Context: an optimization exercise on an open-source flow, tuned for small area and few clock cycles per item. The choices shown serve that exercise and are no tape-out recipe. In this exercise RTL edits were held to simulation tests only and were not proved equivalent to the original.

## ibfu_pipe
module ibfu_pipe
#(
  parameter int W     = bfu_pkg::W_DEF,
  parameter int FRAC  = bfu_pkg::FRAC_DEF,
  parameter int SCALE = 1
) (
  input  logic         clk,
  input  logic         rst,
  input  logic         in_valid,
  output logic         in_ready,
  input  logic [W-1:0] a_r_in,
  input  logic [W-1:0] a_i_in,
  input  logic [W-1:0] b_r_in,
  input  logic [W-1:0] b_i_in,
  input  logic [W-1:0] tw_r,
  input  logic [W-1:0] tw_i,
  output logic         out_valid,
  input  logic         out_ready,
  output logic [W-1:0] a_r_out,
  output logic [W-1:0] a_i_out,
  output logic [W-1:0] b_r_out,
  output logic [W-1:0] b_i_out,
  output logic         ovf
);
Settings: LEC_CHECK=0, ABC_AREA=1, CAP_MARGIN=5, CORE_MARGIN=2, CORE_UTILIZATION=65, CTS_BUF_LIST=sky130_fd_sc_hd__clkbuf_16, CTS_CLUSTER_DIAMETER=100, CTS_CLUSTER_SIZE=22, PLACE_DENSITY=0.75, SLEW_MARGIN=5, SYNTH_HIERARCHICAL=1; clock period 10.0 ns.
standard.sh (not shown) runs the stock make flow with config.mk's settings and CLKGATE_MAP_FILE= SYNTH_SCRIPT=/design/flow/synth_recipe.tcl, a recipe that flattens the netlist after the stock synthesis.
==> flow/flow/run.sh <==
#!/bin/bash
# The standard layout flow, with the port buffers made from the smallest
# buffer cell (sky130_fd_sc_hd__buf_1) instead of the one buffer_ports picks.
set -e
export BUFFER_PORTS_ARGS="-buffer_cell sky130_fd_sc_hd__buf_1"
cp standard.sh standard_sh.log
bash standard.sh > standard_flow.log 2>&1
Testbench counts at the start, summed over its fixed seeds: cycles 12,016, items 12,000.
Rerun with:
--- a/flow/config.mk
+++ b/flow/config.mk
@@ -10,7 +10,7 @@
 export CORE_MARGIN = 2
 export CORE_UTILIZATION = 65
-export CTS_BUF_LIST = sky130_fd_sc_hd__clkbuf_16
+export CTS_BUF_LIST = sky130_fd_sc_hd__clkbuf_8
 export CTS_CLUSTER_DIAMETER = 100
-export CTS_CLUSTER_SIZE = 22
+export CTS_CLUSTER_SIZE = 15
 export PLACE_DENSITY = 0.75
 export SLEW_MARGIN = 5
After rerunning: The new run completed without violations. Worst setup slack improves by 0.14 ns. Maximum frequency climbs by 1.6%. Critical path depth stays the same. Global-route usage barely changes. Non-clock buffer count does not change. Via count drops by 0.35%. Final area drops by 0.45%. Die area does not change. Hold slack degrades by 0.015 ns. Cell count is about the same.
Rerun with:
==> flow/flow/run.sh (replaced) <==
#!/bin/bash
# The standard layout flow, with the port buffers made from the smallest
# buffer cell (sky130_fd_sc_hd__buf_1) instead of the one buffer_ports picks,
# and ORFS's power recovery (downsizing gates off the critical paths) after
# global routing.
set -e
export BUFFER_PORTS_ARGS="-buffer_cell sky130_fd_sc_hd__buf_1"
export RECOVER_POWER=100
cp standard.sh standard_sh.log
bash standard.sh > standard_flow.log 2>&1
--- a/flow/config.mk
+++ b/flow/config.mk
@@ -11,6 +11,4 @@
 export CORE_UTILIZATION = 65
 export CTS_BUF_LIST = sky130_fd_sc_hd__clkbuf_8
-export CTS_CLUSTER_DIAMETER = 100
-export CTS_CLUSTER_SIZE = 15
 export PLACE_DENSITY = 0.75
 export SLEW_MARGIN = 5
The new run finished with capacitance limit, slew limit left.
Wire length came out higher by 0.54%.
Synthesized area does not change.
Sequential share of layout area stays flat.
Worst setup slack is worse by 0.36 ns.
Die area stays the same.
Non-clock buffer count is unchanged.
Via count grows by 0.87%.
Rerun with:
==> flow/flow/run.sh (replaced) <==
#!/bin/bash
# The standard layout flow, with the port buffers made from the smallest
# buffer cell (sky130_fd_sc_hd__buf_1) instead of the one buffer_ports picks.
set -e
export BUFFER_PORTS_ARGS="-buffer_cell sky130_fd_sc_hd__buf_1"
cp standard.sh standard_sh.log
bash standard.sh > standard_flow.log 2>&1
--- a/flow/config.mk
+++ b/flow/config.mk
@@ -9,7 +9,9 @@
 export CAP_MARGIN = 5
 export CORE_MARGIN = 2
-export CORE_UTILIZATION = 65
+export CORE_UTILIZATION = 70
 export CTS_BUF_LIST = sky130_fd_sc_hd__clkbuf_8
-export PLACE_DENSITY = 0.75
+export CTS_CLUSTER_DIAMETER = 100
+export CTS_CLUSTER_SIZE = 15
+export PLACE_DENSITY = 0.8
 export SLEW_MARGIN = 5
 export SYNTH_HIERARCHICAL = 1
The changed run completed, yet does not pass: capacitance limit, slew limit; register-to-register slack is better by 0.38 ns; worst setup slack gains 0.46 ns; maximum frequency came out higher by a few percent; design area shrinks slightly; global-route usage rises by 3.2 points; synthesized area does not change.

Another version of the RTL of ibfu_pipe (not shown whole).
For scale: ~8,600 cells after synthesis, ~330 I/O pins, roughly 91,000 um2 of cells after synthesis.
clock: 10.0 ns
lec_check: 0
abc_area: 1
cap_margin: 20
core_margin: 2
core_utilization: 40
slew_margin: 20
synth_hierarchical: 1
run.sh (not shown) runs the stock make flow with config.mk's settings and CLKGATE_MAP_FILE= SYNTH_SCRIPT=/design/flow/synth_recipe.tcl, a recipe that flattens the netlist after the stock synthesis.
Stock flow here: none of the scripts above is used.
Testbench counts at the start, summed over its fixed seeds: cycles 12,016, items 12,000.
Change:
CAP_MARGIN = 5   (was 20)
CTS_BUF_LIST = sky130_fd_sc_hd__clkbuf_8   (was unset)
SLEW_MARGIN = 5   (was 20)
The changed run produced a clean layout.
Utilization barely changes.
Final area is about the same.
Area after synthesis does not change.
Non-clock buffer count falls by 3.
Critical path depth came out higher by 2.

RTL: one of the versions met above, not the one the previous note started from.
For scale: roughly 0.090 mm^2 of cells after synthesis.
==> flow/config.mk <==
export PLATFORM = sky130hd
export DESIGN_NAME = ibfu_pipe
export DESIGN_NICKNAME = ibfu_pipe
export VERILOG_FILES = /design/flow/design.v
export SDC_FILE = /design/flow/constraint.sdc
export NUM_CORES = 4
export LEC_CHECK = 0
export ABC_AREA = 1
export CAP_MARGIN = 10
export CORE_MARGIN = 2
export CORE_UTILIZATION = 65
export CTS_BUF_LIST = sky130_fd_sc_hd__clkbuf_8
export CTS_CLUSTER_DIAMETER = 100
export CTS_CLUSTER_SIZE = 15
export GPL_ROUTABILITY_DRIVEN = 0
export GPL_TIMING_DRIVEN = 0
export PLACE_DENSITY = 0.75
export SLEW_MARGIN = 10
export SYNTH_HIERARCHICAL = 1
==> flow/constraint.sdc <==
create_clock -name core_clock -period 10.0 [get_ports {clk}]
set_input_delay 2.0000 -clock core_clock [delete_from_list [all_inputs] [get_ports {clk}]]
set_output_delay 2.0000 -clock core_clock [all_outputs]
set_load 0.01 [all_outputs]
standard.sh (not shown) runs the stock make flow with config.mk's settings and CLKGATE_MAP_FILE= SYNTH_SCRIPT=/design/flow/synth_recipe.tcl, a recipe that flattens the netlist after the stock synthesis.
==> flow/flow/run.sh <==
#!/bin/bash
# The standard layout flow, with the port buffers made from the smallest
# buffer cell (sky130_fd_sc_hd__buf_1) instead of the one buffer_ports picks.
set -e
export BUFFER_PORTS_ARGS="-buffer_cell sky130_fd_sc_hd__buf_1"
cp standard.sh standard_sh.log
bash standard.sh > standard_flow.log 2>&1
Testbench counts at the start, summed over its fixed seeds: cycles 12,016, items 12,000.
Change:
Settings changed: CAP_MARGIN 10 to 5, GPL_ROUTABILITY_DRIVEN 0 to default, SLEW_MARGIN 10 to 5.
Result:
- die area is unchanged
- cell count barely changes
- register-to-register slack is worse by 190 ps
- worst hold slack is better by 62 ps

Another version of the RTL of ibfu_pipe (not shown whole).
Size in the first run: roughly 8300 cells after synthesis.
export LEC_CHECK = 0
export ABC_AREA = 1
export CAP_MARGIN = 5
export CORE_MARGIN = 2
export CORE_UTILIZATION = 65
export CTS_BUF_LIST = sky130_fd_sc_hd__clkbuf_8
export PLACE_DENSITY = 0.75
export SLEW_MARGIN = 5
export SYNTH_HIERARCHICAL = 1
create_clock -name core_clock -period 10.0 [get_ports {clk}]
run.sh (not shown) runs the stock make flow with config.mk's settings and CLKGATE_MAP_FILE= SYNTH_SCRIPT=/design/flow/synth_recipe.tcl, a recipe that flattens the netlist after the stock synthesis.
Stock flow here: none of the scripts above is used.
Testbench counts at the start, summed over its fixed seeds: cycles 12,016, items 12,000.
Next try:
==> flow/flow/run.sh (new file) <==
#!/bin/bash
# The standard layout flow, with the port buffers made from the smallest
# buffer cell (sky130_fd_sc_hd__buf_1) instead of the one buffer_ports picks.
set -e
export BUFFER_PORTS_ARGS="-buffer_cell sky130_fd_sc_hd__buf_1"
cp standard.sh standard_sh.log
bash standard.sh > standard_flow.log 2>&1
==> flow/standard.sh (new file) <==
#!/bin/bash
# synth_recipe.tcl (not shown) runs the flow's synth.tcl, then flattens the netlist and writes it again
# the make line also repeats each setting of config.mk as NAME=value (left out here)
make -C /OpenROAD-flow-scripts/flow DESIGN_CONFIG=/design/flow/config.mk WORK_HOME=/design/flow/orfs CLKGATE_MAP_FILE= SYNTH_SCRIPT=/design/flow/synth_recipe.tcl "${@:-finish}"
removed: flow/run.sh
Outcome:
- The new run ran to the end with no violations
- via count barely changes
- design area is lower by 2.3%
- non-clock buffer count is lower by 27
- register-to-register slack is worse by 270 ps
- sequential share of layout area is higher by 0.29 points
- count of clock-buffer cells in the layout is higher by 3
- fmax is lower by 2.8%
- utilization is lower by 1.6 points
- worst setup slack is worse by 270 ps

Setup of JK:
ibfu_pipe with an RTL version that a note above also has.
Size: ~8,300 cells after synthesis, about 330 I/O pins.
export LEC_CHECK = 0
export ABC_AREA = 1
export CAP_MARGIN = 5
export CORE_MARGIN = 2
export CORE_UTILIZATION = 65
export CTS_BUF_LIST = sky130_fd_sc_hd__clkbuf_8
export CTS_CLUSTER_SIZE = 20
export PLACE_DENSITY = 0.75
export SLEW_MARGIN = 5
export SYNTH_HIERARCHICAL = 1
create_clock -name core_clock -period 10.0 [get_ports {clk}]
standard.sh (not shown) runs the stock make flow with config.mk's settings and CLKGATE_MAP_FILE= SYNTH_SCRIPT=/design/flow/synth_recipe.tcl, a recipe that flattens the netlist after the stock synthesis.
==> flow/flow/run.sh <==
#!/bin/bash
# The standard layout flow, with the port buffers made from the smallest
# buffer cell (sky130_fd_sc_hd__buf_1) instead of the one buffer_ports picks.
set -e
export BUFFER_PORTS_ARGS="-buffer_cell sky130_fd_sc_hd__buf_1"
cp standard.sh standard_sh.log
bash standard.sh > standard_flow.log 2>&1
JK completed; timing, DRC and antenna clean
Testbench counts of JK, summed over its fixed seeds: cycles 12,016, items 12,000.
The inputs of MS differ from those of JK as listed below.
- CTS_CLUSTER_SIZE removed (was 20)
Findings:
- The flow did not stop early for MS: all stages ran, and the layout cleared the timing, design-rule and antenna checks.
- Re sequential share of cell area: no difference whatsoever between JK and MS.
- Re setup slack: no difference whatsoever between JK and MS.
- Looking at MS and JK, the number of global-route vias before repair is a wash.
- As far as instance count along the most critical hold path goes, JK and MS are indistinguishable; the numbers are identical.
- Taking JK as the reference, in MS worst-skew pair later-pin latency held, area inside the core boundary has remained practically unchanged.
- Reported for MS and JK, via-per-instance ratio turned out identical to the last digit.

## what the ideal ports hide
No port has a modelled driver above. Below, the same layouts with a new extraction and two added sets of constraints.
Step 1 assumes that a clkbuf_16 drives the clock port and a buf_2 every other input.
Step 2 adds t to the input delays and takes it off the output delays; t is the mean of the earliest and latest rising clock arrival at the registers after step 1. Input paths then give back, and output paths get back, about the clock's delay inside the block.
Slacks: ideal / step 1 / step 2; pairs: ideal / step 1.
run	t, ns	setup slack, ns	worst setup path at the end
the first run of note 1	0.712	0.758 / 0.825 / 0.114	input to register
the second run of note 1	0.826	0.903 / 0.968 / 0.142	input to register
the third run of note 1	0.875	0.541 / 0.598 / -0.277	input to register
the fourth run of note 1	0.800	0.997 / 1.060 / 0.260	input to register
the first run of note 2	0.825	0.748 / 0.748 / 0.748	register to register
the second run of note 2	0.935	0.920 / 0.920 / 0.920	register to register
the first run of note 3	0.833	0.603 / 0.603 / -0.003	input to register
the second run of note 3	0.833	0.410 / 0.410 / 0.223	input to register
the first run of note 4	0.877	0.595 / 0.595 / 0.131	input to register
the second run of note 4	0.871	0.328 / 0.328 / 0.285	input to register
JK	0.873	0.934 / 0.996 / 0.122	input to register
MS	0.873	0.934 / 0.996 / 0.122	input to register
The setup slack of the third run of note 1, which loses most, moves by +0.057 ns with the drivers and by -0.818 ns with both steps.
